This design comes from an exercise in tuning for small area, a short achievable clock period and few clock cycles per item on the open sky130 flow, not from production work.
The RTL was checked by simulation tests, not by an equivalence proof against the original design.
Power and IR drop assume default switching activity.

==> flow/design.v <==
package hpid_pkg;
   localparam int OP_W        = 3;
   localparam int ANGLE_IN_W  = 18;
   localparam int THROTTLE_W  = 15;
   localparam int STEER_W     = 15;
   localparam int HEADING_W   = 16;
   localparam int INTEG_W     = 15;
   localparam int DIFF_W      = 17;
   localparam int DERIV_W     = 24;
   localparam int MULT_W      = 16;
   localparam int ACC_W       = 41;
   localparam int GAIN_W     = 16;
   localparam int LIMIT_W    = 14;
   localparam int BAND_W     = 15;
   localparam int PERIOD_W   = 16;
   localparam int RATE_W     = 10;
   localparam int CSR_IDX_W  = 3;
   localparam int CSR_DATA_W = 16;
   localparam logic [OP_W-1:0] OP_YAW      = 3'd0;
   localparam logic [OP_W-1:0] OP_TARGET   = 3'd1;
   localparam logic [OP_W-1:0] OP_ENABLE   = 3'd2;
   localparam logic [OP_W-1:0] OP_TICK     = 3'd3;
   localparam logic [OP_W-1:0] OP_THROTTLE = 3'd4;
   localparam int PI_Q     = 25736;
   localparam int TWO_PI_Q = 51472;
   localparam int TARGET_JUMP_MAX = 81;
endpackage
module hpid_benc (
   input  logic [15:0] b,
   output logic [8:0]  one,
   output logic [8:0]  two,
   output logic [8:0]  neg
);
   always_comb begin
      logic [16:0] bb;
      bb = {1'b0, b};
      for (int i = 0; i < 9; i++) begin
         logic x2, x1, x0;
         x2     = (2*i+1 <= 16) ? bb[2*i+1] : 1'b0;
         x1     = bb[2*i];
         x0     = (i == 0) ? 1'b0 : bb[2*i-1];
         one[i] = x1 ^ x0;
         two[i] = (x2 & ~x1 & ~x0) | (~x2 & x1 & x0);
         neg[i] = x2 & ~(x1 & x0);
      end
   end
endmodule
module hpid_smac (
   input  logic signed [23:0] a,
   input  logic        [8:0]  b_one,
   input  logic        [8:0]  b_two,
   input  logic        [8:0]  b_neg,
   input  logic               add15,
   input  logic               add11,
   output logic        [40:0] s,
   output logic        [40:0] c
);
   logic [40:0] rows [0:8];
   always_comb begin
      logic prev_neg;
      prev_neg = 1'b0;
      for (int i = 0; i < 9; i++) begin
         logic        one, two, neg;
         logic [24:0] sel, pp;
         logic [40:0] r;
         one = b_one[i];
         two = b_two[i];
         neg = b_neg[i];
         sel = one ? {a[23], a} : (two ? {a, 1'b0} : 25'd0);
         pp  = sel ^ {25{neg}};
         r   = '0;
         if (i == 0) begin
            r[23:0]  = pp[23:0];
            r[24]    = pp[24];
            r[25]    = pp[24];
            r[26]    = ~pp[24];
            for (int j = 27; j < 41; j += 2) r[j] = 1'b1;
         end else begin
            r[2*i +: 25] = {~pp[24], pp[23:0]};
            r[2*i-2] = prev_neg;
         end
         if (i == 8) begin
            r[15] = add15;
            r[11] = add11;
         end
         rows[i]  = r;
         prev_neg = neg;
      end
   end
   function automatic logic [81:0] csa(input logic [40:0] x, input logic [40:0] y,
                                       input logic [40:0] z);
      logic [40:0] sum, cy;
      sum = x ^ y ^ z;
      cy  = ((x & y) | (x & z) | (y & z)) << 1;
      csa = {sum, cy};
   endfunction
   logic [81:0] t0, t1, t2, t3, t4, t5, t6;
   always_comb begin
      t0 = csa(rows[0], rows[1], rows[2]);
      t1 = csa(rows[3], rows[4], rows[5]);
      t2 = csa(rows[6], rows[7], rows[8]);
      t3 = csa(t0[81:41], t0[40:0], t1[81:41]);
      t4 = csa(t1[40:0], t2[81:41], t2[40:0]);
      t5 = csa(t3[81:41], t3[40:0], t4[81:41]);
      t6 = csa(t5[81:41], t5[40:0], t4[40:0]);
      s  = t6[81:41];
      c  = t6[40:0];
   end
endmodule
import hpid_pkg::*;
module hpid_ctrl (
   input  logic                   clock,
   input  logic                   reset,
   input  logic [GAIN_W-1:0]      gain_p,
   input  logic [GAIN_W-1:0]      gain_i,
   input  logic [GAIN_W-1:0]      gain_d,
   input  logic [LIMIT_W-1:0]     steer_limit,
   input  logic [BAND_W-1:0]      error_band,
   input  logic [PERIOD_W-1:0]    tick_period,
   input  logic [RATE_W-1:0]      tick_rate,
   input  logic                   req_valid,
   output logic                   req_ready,
   input  logic [OP_W-1:0]        req_op,
   input  logic [ANGLE_IN_W-1:0]  req_angle_in,
   input  logic [THROTTLE_W-1:0]  req_throttle_in,
   input  logic                   req_enable_in,
   output logic                   rsp_valid,
   input  logic                   rsp_ready,
   output logic [STEER_W-1:0]     rsp_steer_out,
   output logic [THROTTLE_W-1:0]  rsp_throttle_out,
   output logic                   rsp_in_band
);
   logic                  f1_v;
   logic [OP_W-1:0]       f1_op;
   logic [HEADING_W-1:0]  f1_w;
   logic                  f1_en;
   logic                        f3_v, f3_dis;
   logic signed [HEADING_W-1:0] f3_err;
   logic signed [HEADING_W-1:0]  yaw, target, prev;
   logic                         yaw_seen, enabled, clr_pend;
   logic signed [THROTTLE_W-1:0] thr;
   logic signed [INTEG_W-1:0]    integ;
   localparam logic [1:0] J_DIS  = 2'd0;
   localparam logic [1:0] J_BAND = 2'd1;
   localparam logic [1:0] J_OOB  = 2'd2;
   logic                         j_v;
   logic [1:0]                   j_kind;
   logic signed [HEADING_W-1:0]  j_err;
   logic signed [DIFF_W-1:0]     j_diff;
   logic signed [THROTTLE_W-1:0] j_thr;
   logic                         j_clr, j_dz;
   logic                         j_take;
   localparam logic [2:0] B_RDY = 3'd0;
   localparam logic [2:0] B_I2  = 3'd1;
   localparam logic [2:0] B_I3  = 3'd2;
   localparam logic [2:0] B_I4  = 3'd3;
   localparam logic [2:0] B_I5  = 3'd4;
   logic [2:0]                   b_st;
   logic signed [HEADING_W-1:0]  b_err;
   logic signed [DIFF_W-1:0]     b_diff;
   logic signed [THROTTLE_W-1:0] b_thr, e_thr;
   logic                         b_dz;
   logic signed [ACC_W-1:0]      acc;
   logic signed [HEADING_W-1:0] w;
   logic                        jump, tick_on;
   logic signed [HEADING_W-1:0] err;
   logic                        inband;
   logic signed [DIFF_W-1:0]    diff;
   logic                        stall, adv;
   always_comb begin
      logic                         d_hi, d_lo;
      logic signed [HEADING_W-1:0]  e_0, e_m, e_p;
      logic [HEADING_W-1:0]         eabs;
      jump = ((DIFF_W'($signed(f1_w)) - DIFF_W'(target) - DIFF_W'(TARGET_JUMP_MAX + 1)) >= 0) ||
             ((DIFF_W'(target) - DIFF_W'($signed(f1_w)) - DIFF_W'(TARGET_JUMP_MAX + 1)) >= 0);
      tick_on = (f1_op == OP_TICK) && enabled && yaw_seen;
      d_hi = (DIFF_W'(target) - DIFF_W'(yaw) - DIFF_W'(PI_Q + 1)) >= 0;
      d_lo = (DIFF_W'(target) - DIFF_W'(yaw) + DIFF_W'(PI_Q)) < 0;
      e_0  = target - yaw;
      e_m  = target - yaw - HEADING_W'(TWO_PI_Q);
      e_p  = target - yaw + HEADING_W'(TWO_PI_Q);
      if (d_hi)      err = e_m;
      else if (d_lo) err = e_p;
      else           err = e_0;
      eabs   = f3_err[HEADING_W-1] ? -f3_err : f3_err;
      inband = eabs < HEADING_W'(error_band);
      diff   = DIFF_W'(f3_err) - DIFF_W'(prev);
      stall = f3_v && j_v && !j_take;
      adv   = !stall;
   end
   assign req_ready = !f1_v || adv;
   logic signed [2:0] in_k;
   always_comb begin
      logic signed [ANGLE_IN_W-1:0] x;
      logic [HEADING_W-1:0]         d_in;
      x = req_angle_in;
      if (req_op == OP_THROTTLE)              in_k = 3'sd0;
      else if (x > ANGLE_IN_W'(5 * PI_Q))     in_k = 3'sd3;
      else if (x > ANGLE_IN_W'(3 * PI_Q))     in_k = 3'sd2;
      else if (x > ANGLE_IN_W'(PI_Q))         in_k = 3'sd1;
      else if (x < -(ANGLE_IN_W'(5 * PI_Q)))  in_k = -3'sd3;
      else if (x < -(ANGLE_IN_W'(3 * PI_Q)))  in_k = -3'sd2;
      else if (x < -(ANGLE_IN_W'(PI_Q)))      in_k = -3'sd1;
      else                                    in_k = 3'sd0;
      d_in = (req_op == OP_THROTTLE) ? HEADING_W'(req_throttle_in) : x[HEADING_W-1:0];
      w    = d_in - HEADING_W'(in_k * TWO_PI_Q);
   end
   always_ff @(posedge clock) begin
      if (reset) begin
         f1_v <= 1'b0;
         f3_v <= 1'b0;
      end else if (adv) begin
         f1_v <= req_valid;
         f3_v <= f1_v && (tick_on || ((f1_op == OP_ENABLE) && !f1_en && enabled));
      end else if (req_valid && req_ready) begin
         f1_v <= 1'b1;
      end
   end
   always_ff @(posedge clock) begin
      if (req_valid && req_ready) begin
         f1_op  <= req_op;
         f1_w   <= w;
         f1_en  <= req_enable_in;
      end
      if (adv) begin
         f3_dis <= (f1_op == OP_ENABLE);
         f3_err <= err;
      end
   end
   always_ff @(posedge clock) begin
      if (reset) begin
         yaw      <= '0;
         yaw_seen <= 1'b0;
         target   <= '0;
         enabled  <= 1'b0;
         prev     <= '0;
         clr_pend <= 1'b0;
         thr      <= '0;
      end else if (adv) begin
         if (f3_v && !f3_dis) begin
            prev     <= f3_err;
            clr_pend <= 1'b0;
         end
         if (f1_v) begin
            unique case (f1_op)
               OP_YAW: begin
                  yaw      <= f1_w;
                  yaw_seen <= 1'b1;
               end
               OP_TARGET: begin
                  if (jump) begin
                     prev     <= '0;
                     clr_pend <= 1'b1;
                  end
                  target <= f1_w;
               end
               OP_ENABLE: begin
                  if (f1_en && !enabled) begin
                     prev     <= '0;
                     clr_pend <= 1'b1;
                  end else if (!f1_en && enabled) begin
                     thr <= '0;
                  end
                  enabled <= f1_en;
               end
               OP_THROTTLE: begin
                  thr <= f1_w[THROTTLE_W-1:0];
               end
               default: begin
               end
            endcase
         end
      end
   end
   always_ff @(posedge clock) begin
      if (reset) begin
         j_v <= 1'b0;
      end else if (f3_v && adv) begin
         j_v <= 1'b1;
      end else if (j_take) begin
         j_v <= 1'b0;
      end
   end
   always_ff @(posedge clock) begin
      if (f3_v && adv) begin
         j_kind <= f3_dis ? J_DIS : (inband ? J_BAND : J_OOB);
         j_err  <= f3_err;
         j_diff <= diff;
         j_thr  <= thr;
         j_clr  <= clr_pend;
         j_dz   <= (f3_err == prev);
      end
   end
   logic                      out_free;
   logic                      tp_drain, bp_first;
   logic                      take_oob, take_band, emit_job, fill_bp, e_fire, bp_fire;
   logic signed [INTEG_W-1:0] integ_new;
   logic signed [DERIV_W-1:0] deriv_sat;
   logic signed [STEER_W-1:0] steer_sat;
   logic                         bp_v, bp_behind, bp_band;
   logic signed [THROTTLE_W-1:0] bp_thr;
   logic signed [23:0] x_a, x_a_in;
   logic [15:0]        x_b_in;
   logic [8:0]         x_one, x_two, x_neg, enc_one, enc_two, enc_neg;
   logic               x_v, x_acc, x_gd, x_c15, x_c11;
   logic               x_v_in, x_acc_in, x_gd_in, x_c15_in, x_c11_in;
   logic [40:0]        y_s, y_c, mul_s, mul_c;
   logic               y_v, y_acc, y_gd, y_int;
   logic               x_int, x_int_in;
   logic [ACC_W-1:0]   z_add;
   logic               e_v;
   hpid_benc u_benc (
      .b   (x_b_in),
      .one (enc_one),
      .two (enc_two),
      .neg (enc_neg)
   );
   hpid_smac u_mac (
      .a     (x_a),
      .b_one (x_one),
      .b_two (x_two),
      .b_neg (x_neg),
      .add15 (x_c15),
      .add11 (x_c11),
      .s     (mul_s),
      .c     (mul_c)
   );
   always_comb begin
      logic signed [17:0]        i_sum;
      logic [14:0]               hi;
      logic [13:0]               lo;
      logic [14:0]               lo_plus;
      out_free = !rsp_valid || rsp_ready;
      tp_drain = x_gd || y_gd || e_v;
      bp_first = bp_v && !bp_behind;
      e_fire  = e_v && out_free && !bp_first;
      bp_fire = bp_first && out_free;
      take_oob  = (b_st == B_RDY) && j_v && (j_kind == J_OOB) &&
                  (!tp_drain || (!rsp_valid && !bp_first));
      take_band = ((b_st == B_RDY) || (b_st == B_I4) || (b_st == B_I5)) && j_v &&
                  (j_kind != J_OOB) && !bp_v;
      emit_job  = take_band && (b_st == B_RDY) && !tp_drain && out_free;
      fill_bp   = take_band && !emit_job;
      j_take    = take_oob || take_band;
      i_sum   = acc[33:16];
      if (i_sum > 18'sd8192)       integ_new = 15'sd8192;
      else if (i_sum < -18'sd8192) integ_new = -15'sd8192;
      else                         integ_new = i_sum[INTEG_W-1:0];
      if (acc[27:23] != {5{acc[27]}})
         deriv_sat = acc[27] ? 24'sh800000 : 24'sh7FFFFF;
      else
         deriv_sat = acc[23:0];
      hi      = acc[40:26];
      lo      = acc[25:12];
      lo_plus = 15'(lo) + 15'(steer_limit);
      if (!acc[40]) begin
         if ((hi != '0) || (lo > steer_limit)) steer_sat = STEER_W'(steer_limit);
         else                                  steer_sat = STEER_W'(lo);
      end else begin
         if ((hi != '1) || !lo_plus[14])       steer_sat = -(STEER_W'(steer_limit));
         else                                  steer_sat = {1'b1, lo};
      end
      x_a_in   = 24'(j_err);
      x_b_in   = tick_period;
      x_v_in   = 1'b0;
      x_acc_in = 1'b0;
      x_gd_in  = 1'b0;
      x_c15_in = 1'b0;
      x_c11_in = 1'b0;
      x_int_in = 1'b0;
      unique case (b_st)
         B_I2: begin
            if (b_dz) begin
               x_a_in   = 24'(b_err);
               x_b_in   = gain_p;
               x_c11_in = 1'b1;
            end else begin
               x_a_in = 24'(b_diff);
               x_b_in = 16'(tick_rate);
            end
            x_v_in = 1'b1;
         end
         B_I3: begin
            x_a_in   = 24'(b_err);
            x_b_in   = gain_p;
            x_v_in   = !b_dz;
            x_c11_in = 1'b1;
         end
         B_I4: begin
            x_a_in   = 24'(integ_new);
            x_b_in   = gain_i;
            x_v_in   = 1'b1;
            x_acc_in = 1'b1;
            x_gd_in  = b_dz;
         end
         B_I5: begin
            x_a_in   = deriv_sat;
            x_b_in   = gain_d;
            x_v_in   = 1'b1;
            x_acc_in = 1'b1;
            x_gd_in  = 1'b1;
         end
         default: begin
            x_v_in   = take_oob;
            x_c15_in = 1'b1;
            x_int_in = !j_clr;
         end
      endcase
   end
   always_ff @(posedge clock) begin
      if (reset) begin
         b_st  <= B_RDY;
         integ <= '0;
         x_v   <= 1'b0;
         x_gd  <= 1'b0;
         y_v   <= 1'b0;
         y_gd  <= 1'b0;
         e_v   <= 1'b0;
         bp_v  <= 1'b0;
      end else begin
         unique case (b_st)
            B_RDY: if (take_oob) b_st <= B_I2;
            B_I2:  b_st <= B_I3;
            B_I3:  b_st <= B_I4;
            B_I4:  b_st <= b_dz ? B_RDY : B_I5;
            default: b_st <= B_RDY;
         endcase
         if (take_band && (j_kind == J_BAND)) begin
            integ <= '0;
         end else if (b_st == B_I4) begin
            integ <= integ_new;
         end
         x_v  <= x_v_in;
         x_gd <= x_gd_in;
         y_v  <= x_v;
         y_gd <= x_gd;
         if (y_gd) begin
            e_v <= 1'b1;
         end else if (e_fire) begin
            e_v <= 1'b0;
         end
         if (fill_bp) begin
            bp_v <= 1'b1;
         end else if (bp_fire) begin
            bp_v <= 1'b0;
         end
      end
   end
   always_ff @(posedge clock) begin
      x_a   <= x_a_in;
      x_one <= enc_one;
      x_two <= enc_two;
      x_neg <= enc_neg;
      x_acc <= x_acc_in;
      x_c15 <= x_c15_in;
      x_c11 <= x_c11_in;
      y_s   <= mul_s;
      y_c   <= mul_c;
      y_acc <= x_acc;
      x_int <= x_int_in;
      y_int <= x_int;
      if (y_v) begin
         acc <= y_s + y_c + z_add;
      end
      if (take_oob) begin
         b_err  <= j_err;
         b_diff <= j_diff;
         b_thr  <= j_thr;
         b_dz   <= j_dz;
      end
      if (x_gd_in) begin
         e_thr <= b_thr;
      end
      if (fill_bp) begin
         bp_thr    <= (j_kind == J_BAND) ? j_thr : '0;
         bp_band   <= (j_kind == J_BAND);
         bp_behind <= (b_st != B_RDY) || (tp_drain && !e_fire);
      end else if (e_fire) begin
         bp_behind <= 1'b0;
      end
   end
   always_comb begin
      if (y_acc)      z_add = acc;
      else if (y_int) z_add = ACC_W'({{(ACC_W-16-INTEG_W){integ[INTEG_W-1]}}, integ, 16'd0});
      else            z_add = '0;
   end
   always_ff @(posedge clock) begin
      if (reset) begin
         rsp_valid <= 1'b0;
      end else if (e_fire || bp_fire || emit_job) begin
         rsp_valid <= 1'b1;
      end else if (rsp_ready) begin
         rsp_valid <= 1'b0;
      end
   end
   always_ff @(posedge clock) begin
      if (e_fire) begin
         rsp_steer_out    <= steer_sat;
         rsp_throttle_out <= e_thr;
         rsp_in_band      <= 1'b0;
      end else if (bp_fire) begin
         rsp_steer_out    <= '0;
         rsp_throttle_out <= bp_thr;
         rsp_in_band      <= bp_band;
      end else if (emit_job) begin
         rsp_steer_out    <= '0;
         rsp_throttle_out <= (j_kind == J_BAND) ? j_thr : '0;
         rsp_in_band      <= (j_kind == J_BAND);
      end
   end
endmodule
import hpid_pkg::*;
module heading_pid_steer_controller (
   input  logic                  clock,
   input  logic                  reset,
   input  logic                  req_valid,
   output logic                  req_ready,
   input  logic [OP_W-1:0]       req_op,
   input  logic [ANGLE_IN_W-1:0] req_angle_in,
   input  logic [THROTTLE_W-1:0] req_throttle_in,
   input  logic                  req_enable_in,
   output logic                  rsp_valid,
   input  logic                  rsp_ready,
   output logic [STEER_W-1:0]    rsp_steer_out,
   output logic [THROTTLE_W-1:0] rsp_throttle_out,
   output logic                  rsp_in_band,
   input  logic                  csr_wr_en,
   input  logic [CSR_IDX_W-1:0]  csr_index,
   input  logic [CSR_DATA_W-1:0] csr_wr_data
);
   logic [GAIN_W-1:0]   gain_p, gain_i, gain_d;
   logic [LIMIT_W-1:0]  steer_limit;
   logic [BAND_W-1:0]   error_band;
   logic [PERIOD_W-1:0] tick_period;
   logic [RATE_W-1:0]   tick_rate;
   always_ff @(posedge clock) begin
      if (reset) begin
         gain_p      <= 16'd8192;
         gain_i      <= 16'd410;
         gain_d      <= 16'd1229;
         steer_limit <= 14'd8192;
         error_band  <= 15'd410;
         tick_period <= 16'd1311;
         tick_rate   <= 10'd50;
      end else if (csr_wr_en) begin
         unique case (csr_index)
            3'd0: gain_p      <= csr_wr_data[GAIN_W-1:0];
            3'd1: gain_i      <= csr_wr_data[GAIN_W-1:0];
            3'd2: gain_d      <= csr_wr_data[GAIN_W-1:0];
            3'd3: steer_limit <= csr_wr_data[LIMIT_W-1:0];
            3'd4: error_band  <= csr_wr_data[BAND_W-1:0];
            3'd5: tick_period <= csr_wr_data[PERIOD_W-1:0];
            3'd6: tick_rate   <= csr_wr_data[RATE_W-1:0];
            default: begin
            end
         endcase
      end
   end
   hpid_ctrl u_ctrl (
      .clock            (clock),
      .reset            (reset),
      .gain_p           (gain_p),
      .gain_i           (gain_i),
      .gain_d           (gain_d),
      .steer_limit      (steer_limit),
      .error_band       (error_band),
      .tick_period      (tick_period),
      .tick_rate        (tick_rate),
      .req_valid        (req_valid),
      .req_ready        (req_ready),
      .req_op           (req_op),
      .req_angle_in     (req_angle_in),
      .req_throttle_in  (req_throttle_in),
      .req_enable_in    (req_enable_in),
      .rsp_valid        (rsp_valid),
      .rsp_ready        (rsp_ready),
      .rsp_steer_out    (rsp_steer_out),
      .rsp_throttle_out (rsp_throttle_out),
      .rsp_in_band      (rsp_in_band)
   );
endmodule
==> flow/run.sh <==
#!/bin/bash
# synth_recipe.tcl (not shown) runs the flow's synth.tcl, then flattens the netlist and writes it again
# the make line also repeats each setting of config.mk as NAME=value (left out here)
make -C /OpenROAD-flow-scripts/flow DESIGN_CONFIG=/design/flow/config.mk WORK_HOME=/design/flow/orfs CLKGATE_MAP_FILE= SYNTH_SCRIPT=/design/flow/synth_recipe.tcl finish
==> flow/config.mk <==
export PLATFORM = sky130hd
export DESIGN_NAME = heading_pid_steer_controller
export DESIGN_NICKNAME = heading_pid_steer_controller
export VERILOG_FILES = /design/flow/design.v
export SDC_FILE = /design/flow/constraint.sdc
export NUM_CORES = 4
export LEC_CHECK = 0
export ABC_CLOCK_PERIOD_IN_PS = 3500
export CAP_MARGIN = 20
export CORE_MARGIN = 2
export CORE_UTILIZATION = 40
export SETUP_SLACK_MARGIN = 2.0
export SLEW_MARGIN = 20
==> flow/constraint.sdc <==
create_clock -name core_clock -period 6.0 [get_ports {clock}]
set_input_delay 1.2000 -clock core_clock [delete_from_list [all_inputs] [get_ports {clock}]]
set_output_delay 1.2000 -clock core_clock [all_outputs]
set_load 0.01 [all_outputs]
==> results of run 1 <==
-- final timing paths --
kind / to / slack [ns] / cells past startpoint
setup reg to reg: u_ctrl.acc[40] / 1.92 / 16
hold reg to reg: u_ctrl.y_acc / 0.33 / 0
hold / removal: u_ctrl.y_acc / 0.33 / 0
setup / recovery: u_ctrl.f1_w[15] / 1.61 / 18
-- Yosys cell counts, types with 26 or more instances --
cell type	number
edfxtp_1	241
xnor2_1	216
nand2b_1	41
a22oi_1	144
a31oi_1	27
dfxtp_1	330
a22o_1	33
nor3_1	43
o21a_1	26
inv_1	421
nand2_1	510
clkbuf_1	216
a21o_1	56
ha_1	220
nand3_1	64
and2_1	61
fa_1	204
nor2_1	223
a21oi_1	288
mux2i_1	44
nor2b_1	42
xor2_1	99
o21ai_0	214
nand3b_1	32
-- routing by layer --
layer	track usage	vias to the layer above	part of all wire
li1	-	14300	-
met1	0.281	14300	0.43
met2	0.365	766	0.50
met3	0.0311	143	0.051
met4	0.0523	8	0.020
met5	0	-	0.00045
-- sequential cells by signal (all words and copies together), names as in the netlist, 16 cells and up --
name and cells:
gain_d 16, gain_i 16, gain_p 16, tick_period 16
u_ctrl.acc 41, u_ctrl.b_diff 17, u_ctrl.b_err 16, u_ctrl.f1_w 16
u_ctrl.f3_err 16, u_ctrl.j_diff 17, u_ctrl.j_err 16, u_ctrl.prev 16
u_ctrl.target 16, u_ctrl.x_a 24, u_ctrl.y_c 36, u_ctrl.y_s 41
u_ctrl.yaw 16
-- power by group through the flow --
stage / Clock [mW] / Combinational (mW) / Sequential (mW)
3_3_place_gp: 0 / 12.2 / 5.53
3_5_place_dp: 0 / 12.3 / 5.54
5_1_grt: 4.63 / 14.3 / 5.51
6_report: 4.37 / 12.6 / 5.46
2_1_floorplan: 0 / 8.52 / 5.15
4_1_cts: 4.46 / 12.7 / 5.46
-- cell type report --
cell class | count | area share
Sequential cell | 571 | 0.315
Clock inverter | 29 | 0.00814
Clock buffer | 97 | 0.0462
Tap cell | 1265 | 0.0360
Multi-Input combinational cell | 2929 | 0.516
Timing Repair Buffer | 197 | 0.0420
Inverter | 423 | 0.0364
-- per-stage QoR --
stage / area [sq um] / worst slack [ns] / hold WS, ns / util / std cells
after floorplan: 38400 / 1.17 / 0.310 / - / 4166
after global placement: 40500 / 0.252 / 0.310 / 0.426 / 5339
after detailed placement: 40500 / 0.328 / 0.314 / 0.426 / 5339
after CTS: 43600 / 1.60 / 0.325 / 0.459 / 5496
after global routing: 44000 / 1.46 / 0.329 / 0.463 / 5511
final: 44000 / 1.61 / 0.325 / 0.463 / 5511
-- logic make-up (layout without fill, tap and decap cells) --
group | count (synthesis) | in the layout | synth area share
xor gates and xnor gates | 317 | 317 | 0.0727
AOI/OAI and AO/OA | 996 | 996 | 0.169
muxes | 67 | 67 | 0.0182
DFF | 571 | 571 | 0.361
and+or+nand+nor | 1125 | 1125 | 0.135
adders and majority gates | 424 | 424 | 0.178
buffers and inverters | 666 | 746 | 0.0665
-- layout by cell type, fill, tap and decap left out, drive strengths merged, types with 74 or more instances in the layout --
master and n:
inv 424, nand2 510, dfxtp 330, ha 220, xnor2 216, clkbuf 100, o21ai 221, buf 110
xor2 101, a21oi 288, fa 204, edfxtp 241, nor2 223, a22oi 144, clkdlybuf4s50 74
-- worst max-delay path: stages --
cell	delay, ns
buf_6	0.11
nor3_2	0.16
o21ai_1	0.08
a211o_1	0.28
a211o_1	0.27
a311oi_2	0.26
nor2_2	0.09
o31ai_4	0.26
a21oi_4	0.10
ha_4	0.19
fa_2	0.56
xnor2_1	0.07
ha_1	0.34
nand3_1	0.09
nand2_1	0.05
a41o_1	0.23
o41ai_2	0.30
xnor2_1	0.11
-- repair_timing --
item | 4_1_cts | 5_1_grt
pin swaps | 47 | 49
setup buffers | 28 | 15
resized for setup | 145 | 74
endpoints found under the setup margin | 87 | 78
gates cloned | 3 | 0
==> metrics.csv, run 1 <==
stage,metric,value,unit
status,run_status,finished clean,
setup_path,r2r-start,u_ctrl.y_acc,
power,powerDensity,510,nW/um^2
global_routing,globalRouteOverflowTotal,0,
clock_network,clock_sinks,571,
routing,dr.pass1.iters,6,
power,pwr-share-seq,0.243,
placed_design,routabilityCongestion,0.873,
global_routing,grt_first_pass_wirelength,165000,microns
setup_path,worst_setup_path_startpoint,req_angle_in[4],
synthesis,postSynthRegisterBits,571,
timing,fin_setup_tns,0,ns
power,switching_share,0.423,
synthesis,netlist_top_cells_area,"edfxtp_1 19%, dfxtp_1 17%, fa_1 11%, ha_1 7.2%, nand2_1 5.0%",
timing,worst_slew_margin_rel,0.299,
die,die_width,314,microns
timing,timing_worst_slew_pin_value,1.05,ns
clock_network,tritoncts.num_buffers,69,
cells_and_area,area_growth_syn_to_layout,14.6,%
placed_design,detailed_place_hpwl,77700,microns
synthesis,async_flop_share,0,
routing,routed-via-count,29500,
global_routing,grt_max_degree,92,
power,intPower,12.9,mW
timing,post-route-min-period,4.39,ns
cells_and_area,n_fill_cell,9126,
routing,route.detailed.drc,0,
clock_network,hold_buffers,0,
cells_and_area,layout-drive-gt1-share,0.0982,
setup_path,worstSetupPathType,in -> reg,
clock_network,cts_tree,done,
die,floorplan.initialDensity,0.404,
clock_network,cts-root-to-sink-buffers,3,
global_routing,grt_antenna_before_repair,4,
synthesis,syn_nets,4651,
timing,rsz0062_at_grt,true,
die,ios,94,
power,vdd.ir_drop.worst,0.399,mV
timing,maxSlewViolCount,0,
routing,antenna_violating_nets_post_route,0,
cells_and_area,n_antenna_cell,0,
global_routing,groute.usage.overall,0.212,
setup_path,arrival,4.76,ns
synthesis,synth_warnings,5,
synthesis,post_synth_instance_area,38400,sq um
setup_path,worst-path-max-fanout,7,
clock_network,clock_latency,0.64,ns
setup_path,timing.critical_path.to_type,register,
timing,finalSetupViolCount,0,
die,fp.dieH,314,microns
synthesis,synth-seq-area-share,0.361,
routing,drtIter0Drc,2248,
setup_path,worst_ep_required_time,6.37,ns
synthesis,synth_flop_cell,dfxtp_1,
synthesis,postSynthAreaPerCell,9.21,sq um
clock_network,clock-root-buffer,clkbuf_16,
routing,detail_route.vias_per_cell,5.36,
routing,routed_wire_length,106000,microns
timing,skew,0.0387,ns
power,combinationalPowerShare,0.562,
setup_path,startpoint_type,primary input,
power,power.static_leakage,17.7,nW
power,switching_power,9.49,mW
cells_and_area,area_of_the_multi_input_gates,22700,sq um
cells_and_area,final-seq-area,13900,sq um
clock_network,clkSlewWorstSetupHoldPaths,0.06,ns
die,fp.dieArea,98400,sq um
synthesis,synth_top_area_frac,0.189,
clock_network,h_tree_levels,3,
placed_design,io_buffer_count,93,
power,total_chip_power,22.4,mW
routing,detail_route.wl_per_cell,19.2,microns
synthesis,synth_edf_count,241,
timing,fmax,228,MHz
synthesis,cells_after_synthesis,4166,
synthesis,yosys.area.top_type,edfxtp_1,
job,max_cap_violations,0,
timing,timing.final.crit_share,0.732,
die,rows,113,
power,power.clock.fraction,0.195,
global_routing,first_global_vias,28600,
cells_and_area,nets,4676,
synthesis,synth.lib_cells_used.distinct,99,
die,core_area,95000,sq um
worst_hold_path,holdCritPathClass,reg -> reg,
worst_hold_path,holdCritStartpoint,u_ctrl.x_acc,
timing,final-hold-violation-count,0,
Testbench counts, summed over its fixed seeds: cycles 8,093, items 1,961.
==> run 2: changes to the inputs <==
--- a/flow/design.v
+++ b/flow/design.v
@@ -130,13 +130,18 @@
    output logic [THROTTLE_W-1:0]  rsp_throttle_out,
    output logic                   rsp_in_band
 );
+   logic                  c_v;
+   logic [OP_W-1:0]       c_op;
+   logic [ANGLE_IN_W-1:0] c_data;
+   logic                  c_en;
+   logic signed [2:0]     c_k;
    logic                  f1_v;
    logic [OP_W-1:0]       f1_op;
    logic [HEADING_W-1:0]  f1_w;
    logic                  f1_en;
    logic                        f3_v, f3_dis;
    logic signed [HEADING_W-1:0] f3_err;
-   logic signed [HEADING_W-1:0]  yaw, target, prev;
+   logic signed [HEADING_W-1:0]  yaw, target;
    logic                         yaw_seen, enabled, clr_pend;
    logic signed [THROTTLE_W-1:0] thr;
    logic signed [INTEG_W-1:0]    integ;
@@ -146,9 +151,8 @@
    logic                         j_v;
    logic [1:0]                   j_kind;
    logic signed [HEADING_W-1:0]  j_err;
-   logic signed [DIFF_W-1:0]     j_diff;
    logic signed [THROTTLE_W-1:0] j_thr;
-   logic                         j_clr, j_dz;
+   logic                         j_clr;
    logic                         j_take;
    localparam logic [2:0] B_RDY = 3'd0;
    localparam logic [2:0] B_I2  = 3'd1;
@@ -157,7 +161,8 @@
    localparam logic [2:0] B_I5  = 3'd4;
    logic [2:0]                   b_st;
    logic signed [HEADING_W-1:0]  b_err;
-   logic signed [DIFF_W-1:0]     b_diff;
+   logic signed [HEADING_W-1:0]  last_err;    
+   logic                         b_clr;
    logic signed [THROTTLE_W-1:0] b_thr, e_thr;
    logic                         b_dz;
    logic signed [ACC_W-1:0]      acc;
@@ -165,34 +170,27 @@
    logic                        jump, tick_on;
    logic signed [HEADING_W-1:0] err;
    logic                        inband;
-   logic signed [DIFF_W-1:0]    diff;
    logic                        stall, adv;
    always_comb begin
-      logic                         d_hi, d_lo;
-      logic signed [HEADING_W-1:0]  e_0, e_m, e_p;
+      logic signed [DIFF_W-1:0]     td, d;
       logic [HEADING_W-1:0]         eabs;
-      jump = ((DIFF_W'($signed(f1_w)) - DIFF_W'(target) - DIFF_W'(TARGET_JUMP_MAX + 1)) >= 0) ||
-             ((DIFF_W'(target) - DIFF_W'($signed(f1_w)) - DIFF_W'(TARGET_JUMP_MAX + 1)) >= 0);
+      w = c_data[HEADING_W-1:0] - HEADING_W'(c_k * TWO_PI_Q);
+      td   = DIFF_W'($signed(f1_w)) - DIFF_W'(target);
+      jump = (td > DIFF_W'(TARGET_JUMP_MAX)) || (td < -(DIFF_W'(TARGET_JUMP_MAX)));
       tick_on = (f1_op == OP_TICK) && enabled && yaw_seen;
-      d_hi = (DIFF_W'(target) - DIFF_W'(yaw) - DIFF_W'(PI_Q + 1)) >= 0;
-      d_lo = (DIFF_W'(target) - DIFF_W'(yaw) + DIFF_W'(PI_Q)) < 0;
-      e_0  = target - yaw;
-      e_m  = target - yaw - HEADING_W'(TWO_PI_Q);
-      e_p  = target - yaw + HEADING_W'(TWO_PI_Q);
-      if (d_hi)      err = e_m;
-      else if (d_lo) err = e_p;
-      else           err = e_0;
+      d = DIFF_W'(target) - DIFF_W'(yaw);
+      if (d > DIFF_W'(PI_Q))         err = d[HEADING_W-1:0] - HEADING_W'(TWO_PI_Q);
+      else if (d < -(DIFF_W'(PI_Q))) err = d[HEADING_W-1:0] + HEADING_W'(TWO_PI_Q);
+      else                           err = d[HEADING_W-1:0];
       eabs   = f3_err[HEADING_W-1] ? -f3_err : f3_err;
       inband = eabs < HEADING_W'(error_band);
-      diff   = DIFF_W'(f3_err) - DIFF_W'(prev);
       stall = f3_v && j_v && !j_take;
       adv   = !stall;
    end
-   assign req_ready = !f1_v || adv;
+   assign req_ready = !c_v || adv;
    logic signed [2:0] in_k;
    always_comb begin
       logic signed [ANGLE_IN_W-1:0] x;
-      logic [HEADING_W-1:0]         d_in;
       x = req_angle_in;
       if (req_op == OP_THROTTLE)              in_k = 3'sd0;
       else if (x > ANGLE_IN_W'(5 * PI_Q))     in_k = 3'sd3;
@@ -202,27 +200,31 @@
       else if (x < -(ANGLE_IN_W'(3 * PI_Q)))  in_k = -3'sd2;
       else if (x < -(ANGLE_IN_W'(PI_Q)))      in_k = -3'sd1;
       else                                    in_k = 3'sd0;
-      d_in = (req_op == OP_THROTTLE) ? HEADING_W'(req_throttle_in) : x[HEADING_W-1:0];
-      w    = d_in - HEADING_W'(in_k * TWO_PI_Q);
    end
    always_ff @(posedge clock) begin
       if (reset) begin
+         c_v  <= 1'b0;
          f1_v <= 1'b0;
          f3_v <= 1'b0;
       end else if (adv) begin
-         f1_v <= req_valid;
+         c_v  <= req_valid;
+         f1_v <= c_v;
          f3_v <= f1_v && (tick_on || ((f1_op == OP_ENABLE) && !f1_en && enabled));
       end else if (req_valid && req_ready) begin
-         f1_v <= 1'b1;
+         c_v <= 1'b1;
       end
    end
    always_ff @(posedge clock) begin
       if (req_valid && req_ready) begin
-         f1_op  <= req_op;
-         f1_w   <= w;
-         f1_en  <= req_enable_in;
+         c_op   <= req_op;
+         c_data <= (req_op == OP_THROTTLE) ? ANGLE_IN_W'(req_throttle_in) : req_angle_in;
+         c_en   <= req_enable_in;
+         c_k    <= in_k;
       end
       if (adv) begin
+         f1_op  <= c_op;
+         f1_w   <= w;
+         f1_en  <= c_en;
          f3_dis <= (f1_op == OP_ENABLE);
          f3_err <= err;
       end
@@ -233,12 +235,10 @@
          yaw_seen <= 1'b0;
          target   <= '0;
          enabled  <= 1'b0;
-         prev     <= '0;
          clr_pend <= 1'b0;
          thr      <= '0;
       end else if (adv) begin
          if (f3_v && !f3_dis) begin
-            prev     <= f3_err;
             clr_pend <= 1'b0;
          end
          if (f1_v) begin
@@ -249,14 +249,12 @@
                end
                OP_TARGET: begin
                   if (jump) begin
-                     prev     <= '0;
                      clr_pend <= 1'b1;
                   end
                   target <= f1_w;
                end
                OP_ENABLE: begin
                   if (f1_en && !enabled) begin
-                     prev     <= '0;
                      clr_pend <= 1'b1;
                   end else if (!f1_en && enabled) begin
                      thr <= '0;
@@ -285,10 +283,8 @@
       if (f3_v && adv) begin
          j_kind <= f3_dis ? J_DIS : (inband ? J_BAND : J_OOB);
          j_err  <= f3_err;
-         j_diff <= diff;
          j_thr  <= thr;
          j_clr  <= clr_pend;
-         j_dz   <= (f3_err == prev);
       end
    end
    logic                      out_free;
@@ -375,7 +371,7 @@
                x_b_in   = gain_p;
                x_c11_in = 1'b1;
             end else begin
-               x_a_in = 24'(b_diff);
+               x_a_in = 24'(DIFF_W'(b_err) - (b_clr ? DIFF_W'(0) : DIFF_W'(last_err)));
                x_b_in = 16'(tick_rate);
             end
             x_v_in = 1'b1;
@@ -409,8 +405,9 @@
    end
    always_ff @(posedge clock) begin
       if (reset) begin
-         b_st  <= B_RDY;
-         integ <= '0;
+         b_st     <= B_RDY;
+         integ    <= '0;
+         last_err <= '0;
          x_v   <= 1'b0;
          x_gd  <= 1'b0;
          y_v   <= 1'b0;
@@ -426,6 +423,11 @@
             default: b_st <= B_RDY;
          endcase
          if (take_band && (j_kind == J_BAND)) begin
+            last_err <= j_err;
+         end else if (b_st == B_I2) begin
+            last_err <= b_err;
+         end
+         if (take_band && (j_kind == J_BAND)) begin
             integ <= '0;
          end else if (b_st == B_I4) begin
             integ <= integ_new;
@@ -464,9 +466,9 @@
       end
       if (take_oob) begin
          b_err  <= j_err;
-         b_diff <= j_diff;
          b_thr  <= j_thr;
-         b_dz   <= j_dz;
+         b_clr  <= j_clr;
+         b_dz   <= (j_err == (j_clr ? HEADING_W'(0) : last_err));
       end
       if (x_gd_in) begin
          e_thr <= b_thr;
--- a/flow/config.mk
+++ b/flow/config.mk
@@ -5,9 +5,11 @@
 export SDC_FILE = /design/flow/constraint.sdc
 export NUM_CORES = 4
 export LEC_CHECK = 0
-export ABC_CLOCK_PERIOD_IN_PS = 3500
+export ABC_CLOCK_PERIOD_IN_PS = 3300
 export CAP_MARGIN = 20
 export CORE_MARGIN = 2
-export CORE_UTILIZATION = 40
-export SETUP_SLACK_MARGIN = 2.0
+export CORE_UTILIZATION = 45
+export CTS_CLUSTER_DIAMETER = 130
+export CTS_CLUSTER_SIZE = 26
+export SETUP_SLACK_MARGIN = 2.3
 export SLEW_MARGIN = 20
==> metrics.csv, run 2 <==
stage,metric,value,unit
clock_network,tritoncts.num_buffers,26,
clock_network,clock_latency,0.62,ns
setup_path,worst_path_most_repeated_cell,buf_4,
timing,fin_setup_tns,0,ns
power,power.clock.fraction,0.190,
power,total_chip_power,11.2,mW
routing,route.detailed.drc,0,
die,rows,105,
synthesis,cells_after_synthesis,4012,
routing,routed_wire_length,102000,microns
global_routing,grt_util_met2,0.407,
power,switching_share,0.360,
routing,detail_route.wl_per_cell,20.0,microns
timing,post-route-min-period,3.72,ns
timing,final-hold-violation-count,0,
placed_design,pre_cts_ws,1.59,ns
global_routing,grt_max_degree,74,
setup_path,critical_path.n_buffers_inverters,4,
global_routing,grtUsageMet3,0.0177,
synthesis,postSynthRegisterBits,561,
synthesis,netlist_top_cells_area,"edfxtp_1 19%, dfxtp_1 18%, fa_1 11%, ha_1 6.8%, nand2_1 5.3%",
placed_design,routabilityCongestion,0.929,
power,intPower,7.18,mW
clock_network,clock-root-buffer,clkbuf_16,
timing,maxSlewViolCount,0,
cells_and_area,nets,4455,
cells_and_area,final_cell_mix,"527 x nand2_1, 380 x inv_1, 301 x dfxtp_1",
power,pwr-share-seq,0.421,
routing,drtIter0Drc,1938,
synthesis,post_synth_instance_area,37200,sq um
timing,timing.final.crit_share,0.621,
timing,skew,0.0445,ns
placed_design,postPlaceCellArea,39000,sq um
routing,dr.pass1.iters,5,
timing,fmax,269,MHz
timing,rsz0062_at_grt,true,
power,powerDensity,276,nW/um^2
placed_design,io_buffer_count,93,
worst_hold_path,holdCritPathClass,reg -> reg,
global_routing,busiest_layer,met2,
setup_path,worstPathCellList,buf_12 > nor2b_1 > buf_4 > a22oi_2 > fa_1 > inv_2 > ha_4 > nand4_1 > or2_4 > nor2_4 > a221oi_4 > a31oi_4 > a21oi_2 > o221ai_2 > buf_4 > o21a_1 > nor2_1 > xnor2_1,
clock_network,clock_sinks,561,
synthesis,synth_top_area_frac,0.186,
die,fp.dieArea,84900,sq um
routing,antenna_violating_nets_post_route,0,
clock_network,clkSlewWorstSetupHoldPaths,0.12,ns
power,vdd.ir_drop.worst,0.211,mV
global_routing,first_global_vias,27100,
die,core_area,82000,sq um
synthesis,synth_edf_count,230,
cells_and_area,n_fill_cell,7710,
die,ios,94,
synthesis,yosys.area.top_type,edfxtp_1,
synthesis,async_flop_share,0,
synthesis,syn_nets,4477,
global_routing,groute.usage.overall,0.235,
setup_path,worst-path-max-fanout,8,
synthesis,synth_warnings,5,
cells_and_area,layout-drive-gt1-share,0.0731,
timing,fin_ws,2.28,ns
timing,worst_slew_margin_rel,0.276,
cells_and_area,n_antenna_cell,0,
synthesis,synth.top_cells.by_count,"529 x nand2_1, 383 x inv_1, 331 x dfxtp_1",
timing,timing_worst_slew_pin_value,1.08,ns
die,fp.dieH,291,microns
synthesis,synth-seq-area-share,0.364,
setup_path,crit_slowest_cell,fa_1,
clock_network,hold_buffers,0,
status,run_status,finished clean,
setup_path,arrival,4.12,ns
synthesis,yosysMostFrequentCell,nand2_1,
synthesis,postSynthAreaPerCell,9.27,sq um
global_routing,grt_antenna_before_repair,0,
power,power.static_leakage,16.3,nW
setup_path,worstSetupPathType,reg -> reg,
clock_network,cts_tree,done,
placed_design,placed_cells_incl_taps,4988,
setup_path,timing.critical_path.to_type,register,
cells_and_area,layout_commonest_cell,nand2_1,
routing,routed-via-count,28200,
power,switching_power,4.04,mW
power,combinationalPowerShare,0.389,
global_routing,grt_first_pass_wirelength,159000,microns
job,max_cap_violations,0,
clock_network,h_tree_levels,1,
cells_and_area,area_growth_syn_to_layout,9.52,%
setup_path,startpoint_type,register,
placed_design,detailed_place_hpwl,75400,microns
clock_network,cts-root-to-sink-buffers,3,
cells_and_area,instances_no_fill,5076,
timing,finalSetupViolCount,0,
cells_and_area,biggestRegsByFlops,"u_ctrl.acc x41, u_ctrl.y_s x41, u_ctrl.y_c x36",
setup_path,timing.critical_path.slowest_cell_delay,0.57,ns
global_routing,globalRouteOverflowTotal,0,
setup_path,worst_ep_required_time,6.39,ns
synthesis,synth.lib_cells_used.distinct,87,
cells_and_area,fin_area,40700,sq um
die,floorplan.initialDensity,0.454,
synthesis,synth_flop_cell,dfxtp_1,
global_routing,met1_usage,0.315,
cells_and_area,final-seq-area,13600,sq um
routing,detail_route.vias_per_cell,5.55,
die,die_width,291,microns
setup_path,critPathTopFamily,compound AO/OA/AOI/OAI gates,
cells_and_area,area_of_the_multi_input_gates,21800,sq um
-- run 2: cell count changes after synthesis, sizes merged, moves of 20 or more --
cell | previous run | this run
a21oi | 288 | 245
inv | 422 | 383
a22o | 33 | 2
o21ai | 221 | 191
nor2 | 223 | 198
nand2 | 510 | 530
-- run 2: power groups by stage --
stage          combinational, mW  sequential [mW]  clock, mW
5_1_grt                     4.91             4.75       2.32
2_1_floorplan               3.03             4.63          0
6_report                    4.37             4.73       2.13
3_3_place_gp                3.99             4.82          0
3_5_place_dp                4.02             4.82          0
4_1_cts                     4.24             4.73       2.19
-- run 2: metrics by stage --
stage	hold slack, ns	util
2_1_floorplan	0.310	-
3_3_place_gp	0.314	0.475
3_5_place_dp	0.314	0.475
4_1_cts	0.335	0.491
5_1_grt	0.338	0.497
6_report	0.335	0.497
-- run 2: cell families after synthesis --
group	synth area share
AO/OA/AOI/OAI	0.158
XOR/XNOR	0.0789
adder cells (fa/ha/maj)	0.177
buffers and inverters	0.0639
flip-flops	0.364
multiplexers	0.0225
AND/OR/NAND/NOR	0.136
-- run 2: routing by layer --
metal  vias to the layer above  routed length (microns)
met5                         -                        0
met4                         0                     3340
met3                       135                     3910
met2                       663                    50000
met1                     13800                    44500
li1                      13600                        -
-- run 2: layout make-up --
class                      instances  share of cell area
multi-input combinational       2825               0.536
clock buffer                      42              0.0180
clock inverter                     2             0.00114
tap                             1070              0.0329
timing repair buffer             192              0.0434
sequential                       561               0.333
inverter                         384              0.0355
-- run 2: final timing paths --
kind / slack [ns] / endpoint / from / depth (start not counted)
setup / recovery: 2.28 / u_ctrl.acc[37] / u_ctrl.y_acc / 18
hold / removal: 0.34 / u_ctrl.y_acc / u_ctrl.x_acc / 0
setup reg to reg: 2.28 / u_ctrl.acc[37] / u_ctrl.y_acc / 18
hold reg to reg: 0.34 / u_ctrl.y_acc / u_ctrl.x_acc / 0
-- run 2: what timing repair did --
item,4_1_cts,5_1_grt
gates cloned,0,0
pin swaps,19,36
setup buffers,19,24
setup endpoints to repair,96,77
resized for setup,79,66
Testbench counts of run 2, summed over its fixed seeds: cycles 8,109, items 1,961.
==> run 3: changes to the inputs <==
==> flow/config.mk (replaced) <==
export PLATFORM = sky130hd
export DESIGN_NAME = heading_pid_steer_controller
export DESIGN_NICKNAME = heading_pid_steer_controller
export VERILOG_FILES = /design/flow/design.v
export SDC_FILE = /design/flow/constraint.sdc
export NUM_CORES = 4
export LEC_CHECK = 0
export ABC_CLOCK_PERIOD_IN_PS = 3500
export CAP_MARGIN = 20
export CORE_MARGIN = 2
export CORE_UTILIZATION = 40
export CTS_CLUSTER_DIAMETER = 120
export CTS_CLUSTER_SIZE = 24
export SETUP_SLACK_MARGIN = 2.2
export SLEW_MARGIN = 20
==> metrics.csv, run 3 <==
stage,metric,value,unit
status,run_status,finished clean,
setup_path,r2r-start,u_ctrl.yaw[0],
synthesis,synth_warnings,5,
global_routing,groute.usage.overall,0.211,
global_routing,grt_first_pass_wirelength,158000,microns
timing,skew,0.0410,ns
setup_path,timing.critical_path.to_type,register,
setup_path,arrival,4.09,ns
synthesis,synth_edf_count,230,
power,vdd.ir_drop.worst,0.241,mV
timing,maxSlewViolCount,0,
placed_design,io_buffer_count,93,
routing,detail_route.wl_per_cell,19.5,microns
synthesis,synth_top_area_frac,0.186,
timing,rsz0062_at_grt,true,
synthesis,synth.lib_cells_used.distinct,87,
timing,fmax,268,MHz
cells_and_area,nets,4459,
clock_network,h_tree_levels,1,
die,fp.dieArea,95400,sq um
worst_hold_path,hold-path-endpoint,u_ctrl.y_acc,
global_routing,grt_max_degree,84,
setup_path,worst-path-max-fanout,7,
synthesis,netlist_top_cells_area,"edfxtp_1 19%, dfxtp_1 18%, fa_1 11%, ha_1 6.8%, nand2_1 5.3%",
setup_path,critical_path.n_buffers_inverters,2,
placed_design,routabilityCongestion,0.923,
timing,post-route-min-period,3.73,ns
routing,maxUsedRoutingLayer,met4,
routing,dr.pass1.iters,6,
clock_network,cts_tree,done,
clock_network,clock_sinks,561,
die,rows,111,
global_routing,first_global_vias,26900,
timing,timing_worst_slew_pin_value,1.01,ns
job,max_cap_violations,0,
worst_hold_path,holdCritPathClass,reg -> reg,
setup_path,crit_cells,15,
synthesis,yosysMostFrequentCell,nand2_1,
cells_and_area,n_antenna_cell,0,
synthesis,cells_after_synthesis,4012,
setup_path,critPathTopFamily,compound AO/OA/AOI/OAI gates,
cells_and_area,post-route-util,0.445,
worst_hold_path,holdCritStartpoint,u_ctrl.x_acc,
timing,fin_setup_tns,0,ns
setup_path,worstPathCellList,ha_4 > inv_2 > fa_2 > a211oi_4 > o21bai_4 > a2111oi_4 > or2_4 > xnor2_4 > o31a_1 > o211ai_2 > a21boi_4 > buf_12 > or4b_4 > o21ai_2 > xnor2_1,
clock_network,clock-root-buffer,clkbuf_16,
routing,wirelength_met1,46400,microns
die,fp.dieH,309,microns
cells_and_area,layout-drive-gt1-share,0.0715,
routing,detail_route.vias_per_cell,5.35,
routing,routed-via-count,28100,
cells_and_area,n_fill_cell,8979,
setup_path,worst_setup_path_startpoint,u_ctrl.yaw[0],
cells_and_area,layout_commonest_cell,nand2_1,
synthesis,synth-seq-area-share,0.364,
synthesis,yosys.area.top_type,edfxtp_1,
routing,wl_met3,4530,microns
clock_network,clkSlewWorstSetupHoldPaths,0.11,ns
synthesis,synth.top_cells.by_count,"529 x nand2_1, 383 x inv_1, 331 x dfxtp_1",
placed_design,detailed_place_hpwl,75500,microns
routing,met2_wirelength,48600,microns
timing,finalSetupViolCount,0,
timing,final-hold-violation-count,0,
routing,routed_wire_length,102000,microns
die,die_width,309,microns
setup_path,startpoint_type,register,
synthesis,async_flop_share,0,
synthesis,post_synth_instance_area,37200,sq um
synthesis,postSynthRegisterBits,561,
synthesis,syn_nets,4477,
setup_path,rr_endpoint,u_ctrl.f3_err[14],
routing,route.detailed.drc,0,
cells_and_area,area_growth_syn_to_layout,10.0,%
setup_path,worst_ep_required_time,6.36,ns
worst_hold_path,worst_hold_path.num_cells,0,
global_routing,grt_antenna_before_repair,0,
setup_path,timing.critical_path.slowest_cell_delay,0.48,ns
timing,timing.final.crit_share,0.622,
clock_network,tritoncts.num_buffers,28,
timing,worst_slew_margin_rel,0.329,
global_routing,globalRouteOverflowTotal,0,
synthesis,synth_flop_cell,dfxtp_1,
die,floorplan.initialDensity,0.404,
setup_path,setup.reg_to_reg.worst_slack,2.27,ns
cells_and_area,final_cell_mix,"525 x nand2_1, 379 x inv_1, 307 x dfxtp_1",
power,power.static_leakage,16.3,nW
die,ios,94,
setup_path,worstSetupPathType,reg -> reg,
clock_network,hold_buffers,0,
power,powerDensity,272,nW/um^2
routing,drtIter0Drc,2276,
clock_network,clock_latency,0.64,ns
routing,antenna_violating_nets_post_route,0,
synthesis,postSynthAreaPerCell,9.27,sq um
clock_network,cts-root-to-sink-buffers,3,
setup_path,r2r_cells,15,
die,core_area,91900,sq um
cells_and_area,biggestRegsByFlops,"u_ctrl.acc x41, u_ctrl.y_s x41, u_ctrl.y_c x36",
setup_path,crit_slowest_cell,or4b_4,
-- run 3: area by class of cell --
class	count	area, sq um	area share
clock inverters	4	58.8	0.00144
flip-flops and latches	561	13600	0.332
well taps	1243	1560	0.0380
repair buffers	193	1730	0.0424
multi-input cells	2826	21800	0.532
clock buffers	44	761	0.0186
inverters	384	1450	0.0353
-- run 3: worst max path at each step --
stage          slack (ns)                end
6_report             2.27  u_ctrl.f3_err[14]
5_1_grt              2.14     u_ctrl.x_a[14]
4_1_cts              2.20     u_ctrl.y_s[16]
3_5_place_dp         1.49     u_ctrl.acc[29]
3_3_place_gp         1.54     u_ctrl.acc[29]
2_1_floorplan        2.22     u_ctrl.acc[34]
-- run 3: cell families (layout without fill, tap and decap cells) --
logic type,count (synthesis),in the layout,synth area share
muxes,81,81,0.0225
AOI/OAI and AO/OA,910,910,0.158
DFF,561,561,0.364
buffers and inverters,626,625,0.0639
and+or+nand+nor,1097,1098,0.136
xor gates and xnor gates,333,333,0.0789
adders and majority gates,404,404,0.177
-- run 3: per-layer routing --
layer / vias up / global-route usage
met3: 122 / 0.0227
met5: - / 0
met4: 0 / 0.0570
li1: 13600 / -
met1: 13700 / 0.293
met2: 658 / 0.349
-- run 3: per-stage QoR --
step / cell area [sq um] / hold WS, ns / setup WS [ns] / power, mW / cells
3_3_place_gp: 39200 / 0.333 / 1.54 / 8.78 / 5160
2_1_floorplan: 37200 / 0.310 / 2.22 / 7.66 / 4012
3_5_place_dp: 39200 / 0.336 / 1.49 / 8.80 / 5160
6_report: 40900 / 0.338 / 2.27 / 11.1 / 5255
5_1_grt: 40900 / 0.345 / 2.14 / 11.9 / 5255
4_1_cts: 40300 / 0.341 / 2.20 / 11.1 / 5223
-- run 3: power breakdown --
| part | switching (mW) | internal (mW) |
|---|---|---|
| clock | 1.29 | 0.898 |
| combinational | 2.40 | 1.85 |
| sequential | 0.277 | 4.42 |
-- run 3: timing repair --
action / in CTS / in global routing
hold endpoints to repair: 0 / 0
gates resized for setup: 48 / 78
setup endpoints to repair: 101 / 84
cloned: 0 / 2
pin swaps: 9 / 21
setup buffers: 15 / 30
-- run 3: worst reg2reg max path, delay by kind of cell (launching register included) --
kind / cells / cell delay, ns
AO/OA/AOI/OAI: 7 / 1.45
XOR/XNOR: 2 / 0.19
adder cells (fa/ha/maj): 2 / 0.53
buffers and inverters: 2 / 0.18
flip-flops: 1 / 0.39
AND/OR/NAND/NOR: 2 / 0.73
==> run 4: changes to the inputs <==
--- a/flow/design.v
+++ b/flow/design.v
@@ -184,7 +184,7 @@
       else                           err = d[HEADING_W-1:0];
       eabs   = f3_err[HEADING_W-1] ? -f3_err : f3_err;
       inband = eabs < HEADING_W'(error_band);
-      stall = f3_v && j_v && !j_take;
+      stall = f3_v && q_v && !j_take;
       adv   = !stall;
    end
    assign req_ready = !c_v || adv;
@@ -270,21 +270,48 @@
          end
       end
    end
+   logic                         q_v;
+   logic [1:0]                   q_kind;
+   logic signed [HEADING_W-1:0]  q_err;
+   logic signed [THROTTLE_W-1:0] q_thr;
+   logic                         q_clr;
+   logic                         push, j_load;
+   logic [1:0]                   f3_kind;
+   always_comb begin
+      push    = f3_v && adv;
+      j_load  = !j_v || j_take;
+      f3_kind = f3_dis ? J_DIS : (inband ? J_BAND : J_OOB);
+   end
    always_ff @(posedge clock) begin
       if (reset) begin
          j_v <= 1'b0;
-      end else if (f3_v && adv) begin
-         j_v <= 1'b1;
-      end else if (j_take) begin
-         j_v <= 1'b0;
+         q_v <= 1'b0;
+      end else if (j_load) begin
+         j_v <= q_v || push;
+         q_v <= q_v && push;
+      end else begin
+         q_v <= q_v || push;
       end
    end
    always_ff @(posedge clock) begin
-      if (f3_v && adv) begin
-         j_kind <= f3_dis ? J_DIS : (inband ? J_BAND : J_OOB);
-         j_err  <= f3_err;
-         j_thr  <= thr;
-         j_clr  <= clr_pend;
+      if (j_load) begin
+         if (q_v) begin
+            j_kind <= q_kind;
+            j_err  <= q_err;
+            j_thr  <= q_thr;
+            j_clr  <= q_clr;
+         end else begin
+            j_kind <= f3_kind;
+            j_err  <= f3_err;
+            j_thr  <= thr;
+            j_clr  <= clr_pend;
+         end
+      end
+      if (push && (q_v || !j_load)) begin
+         q_kind <= f3_kind;
+         q_err  <= f3_err;
+         q_thr  <= thr;
+         q_clr  <= clr_pend;
       end
    end
    logic                      out_free;
--- a/flow/config.mk
+++ b/flow/config.mk
@@ -5,11 +5,11 @@
 export SDC_FILE = /design/flow/constraint.sdc
 export NUM_CORES = 4
 export LEC_CHECK = 0
-export ABC_CLOCK_PERIOD_IN_PS = 3500
+export ABC_CLOCK_PERIOD_IN_PS = 3000
 export CAP_MARGIN = 20
 export CORE_MARGIN = 2
-export CORE_UTILIZATION = 40
+export CORE_UTILIZATION = 45
 export CTS_CLUSTER_DIAMETER = 120
 export CTS_CLUSTER_SIZE = 24
-export SETUP_SLACK_MARGIN = 2.2
+export SETUP_SLACK_MARGIN = 2.8
 export SLEW_MARGIN = 20
==> metrics.csv, run 4 <==
stage,metric,value,unit
status,run_status,finished clean,
clock_network,clkSlewWorstSetupHoldPaths,0.10,ns
timing,skew,0.0396,ns
die,die_width,298,microns
setup_path,setup.reg_to_reg.worst_slack,2.25,ns
job,max_cap_violations,0,
global_routing,globalRouteOverflowTotal,0,
timing,post-route-min-period,3.75,ns
power,power.static_leakage,18.2,nW
timing,finalSetupViolCount,0,
timing,maxSlewViolCount,0,
global_routing,groute.usage.overall,0.246,
routing,drtIter0Drc,2386,
placed_design,detailed_place_hpwl,77500,microns
cells_and_area,nets,4756,
setup_path,timing.critical_path.slowest_cell_delay,0.51,ns
setup_path,arrival,4.13,ns
global_routing,first_global_vias,29500,
synthesis,async_flop_share,0,
clock_network,clock_sinks,596,
cells_and_area,final_cell_mix,"536 x nand2_1, 352 x inv_1, 276 x dfxtp_1",
cells_and_area,layout_commonest_cell,nand2_1,
die,core_area,85400,sq um
timing,fin_ws,2.25,ns
setup_path,worstPathCellList,nor2b_4 > a22oi_2 > fa_1 > inv_2 > ha_4 > a21oi_2 > o21bai_1 > a21o_1 > o21ba_4 > a211oi_4 > a41oi_4 > o41ai_4 > o31ai_2 > buf_4 > xnor2_1,
timing,worst_slew_margin_rel,0.419,
timing,timing_worst_slew_pin_value,0.868,ns
synthesis,cells_after_synthesis,4132,
cells_and_area,final-seq-area,14700,sq um
synthesis,postSynthRegisterBits,596,
clock_network,cts-root-to-sink-buffers,3,
setup_path,startpoint_type,register,
die,fp.dieArea,88800,sq um
timing,fin_setup_tns,0,ns
placed_design,pre_cts_ws,1.52,ns
global_routing,grt_max_degree,111,
placed_design,routabilityCongestion,0.896,
global_routing,grt_first_pass_wirelength,173000,microns
cells_and_area,layout-drive-gt1-share,0.190,
synthesis,synth-seq-area-share,0.375,
cells_and_area,post-route-util,0.538,
routing,dr.pass1.iters,6,
setup_path,crit_slowest_cell,fa_1,
routing,routed_wire_length,113000,microns
routing,routed-via-count,30500,
setup_path,worst-path-max-fanout,8,
cells_and_area,biggestRegsByFlops,"u_ctrl.acc x41, u_ctrl.y_s x41, u_ctrl.y_c x36",
global_routing,grt_antenna_before_repair,2,
setup_path,timing.critical_path.to_type,register,
placed_design,postPlaceCellArea,41100,sq um
setup_path,worst_ep_required_time,6.38,ns
clock_network,tritoncts.num_buffers,29,
worst_hold_path,holdCritPathClass,reg -> reg,
synthesis,synth_warnings,5,
clock_network,clock-root-buffer,clkbuf_16,
routing,antenna_violating_nets_post_route,0,
die,floorplan.initialDensity,0.455,
setup_path,critPathTopFamily,compound AO/OA/AOI/OAI gates,
synthesis,netlist_top_cells_area,"edfxtp_1 20%, dfxtp_1 17%, fa_1 10%, ha_1 6.5%, nand2_1 5.3%",
synthesis,synth_flop_cell,dfxtp_1,
die,ios,94,
synthesis,yosys.area.top_type,edfxtp_1,
clock_network,hold_buffers,0,
synthesis,synth.lib_cells_used.distinct,87,
synthesis,post_synth_instance_area,38900,sq um
clock_network,cts_tree,done,
power,powerDensity,384,nW/um^2
cells_and_area,area_of_the_multi_input_gates,23900,sq um
cells_and_area,area_growth_syn_to_layout,18.2,%
synthesis,syn_nets,4598,
setup_path,critical_path.n_buffers_inverters,2,
routing,detail_route.vias_per_cell,5.60,
synthesis,yosysMostFrequentCell,nand2_1,
setup_path,worstSetupPathType,reg -> reg,
clock_network,clock_latency,0.66,ns
placed_design,io_buffer_count,93,
timing,fmax,267,MHz
timing,final-hold-violation-count,0,
routing,detail_route.wl_per_cell,20.7,microns
die,rows,107,
synthesis,synth_edf_count,264,
cells_and_area,n_fill_cell,7706,
synthesis,synth.top_cells.by_count,"544 x nand2_1, 407 x inv_1, 332 x dfxtp_1",
power,vdd.ir_drop.worst,0.378,mV
synthesis,synth_top_area_frac,0.204,
timing,rsz0062_at_grt,true,
die,fp.dieH,298,microns
synthesis,postSynthAreaPerCell,9.41,sq um
timing,timing.final.crit_share,0.624,
routing,route.detailed.drc,0,
cells_and_area,fin_area,46000,sq um
clock_network,h_tree_levels,1,
run 4: metrics by stage:
stage	hold WS (ns)	instances	total power, mW
3_5_place_dp	0.312	5186	13.7
4_1_cts	0.331	5388	17.1
2_1_floorplan	0.309	4132	11.3
6_report	0.330	5457	17.6
5_1_grt	0.333	5457	19.0
3_3_place_gp	0.312	5186	13.6
run 4: logic make-up after synthesis:
| kind of cell | Yosys count | share of synthesized area |
|---|---|---|
| adder cells (fa/ha/maj) | 405 | 0.170 |
| buffers and inverters | 644 | 0.0633 |
| flip-flops | 596 | 0.375 |
| multiplexers | 114 | 0.0309 |
| AO/OA/AOI/OAI | 904 | 0.152 |
| AND/OR/NAND/NOR | 1149 | 0.137 |
| XOR/XNOR | 320 | 0.0729 |
run 4: power by group:
part	total, mW	internal [mW]	switching (mW)
Clock	2.31	0.935	1.37
Combinational	9.52	4.38	5.14
Sequential	5.81	4.98	0.835
Total	17.6	10.3	7.34
run 4: routing by layer:
layer  vias to the layer above  global-route usage  routed length (microns)
li1                      14500                   -                        -
met1                     15100               0.347                    50400
met2                       867               0.405                    53600
met3                       134              0.0292                     6500
met4                         2              0.0561                     2520
met5                         -                   0                       13
run 4: what timing repair did:
| action | in CTS | in global routing |
|---|---|---|
| setup endpoints to repair | 393 | 180 |
| pin swaps | 195 | 155 |
| cloned | 14 | 1 |
| buffers inserted | 135 | 67 |
| gates resized for setup | 348 | 196 |
run 4: final timing paths:
path,start,end,depth (start not counted)
worst max-delay path,u_ctrl.y_acc,u_ctrl.acc[36],15
worst min-delay path,u_ctrl.x_acc,u_ctrl.y_acc,0
worst max register to register,u_ctrl.y_acc,u_ctrl.acc[36],15
worst min register to register,u_ctrl.x_acc,u_ctrl.y_acc,0
run 4: cell type report:
class                      count  share of cell area
multi-input combinational   2898               0.520
sequential                   596               0.320
timing repair buffer         356              0.0760
inverter                     409              0.0341
tap                         1144              0.0311
clock buffer                  49              0.0174
clock inverter                 4             0.00114
antenna                        1           0.0000544
Testbench counts of run 4, summed over its fixed seeds: cycles 7,635, items 1,961.

separate check: timing with driven ports:
The flow's constraints put no driver on any port. The routed layouts listed below were extracted and timed again, unchanged, in two steps.
Step 1: set_driving_cell puts a clkbuf_16 on clock and a buf_2 on each other input, an assumption about the parent block.
Step 2 moves the port delays by t, midway between the first and last clock arrival at a register: inputs arrive t later, outputs are due t later. That takes back most of the time a late clock gives input paths.
a / b / c = ideal / step 1 / step 2; a / b = the first two.
| run | t (ns) | slack for setup (ns) | worst slew at a driven data input, ns |
|---|---|---|---|
| run 1 | 0.679 | 1.606 / 1.637 / 0.957 | 0.16 |
| run 2 | 0.663 | 2.277 / 2.277 / 2.165 | 0.05 |
| run 3 | 0.679 | 2.270 / 2.270 / 2.002 | 0.06 |
| run 4 | 0.708 | 2.255 / 2.255 / 2.255 | 0.04 |
After both steps setup and hold are still met in every run listed. The setup slack of run 1, which loses most, moves by +0.031 ns with the drivers and by -0.649 ns with both steps.
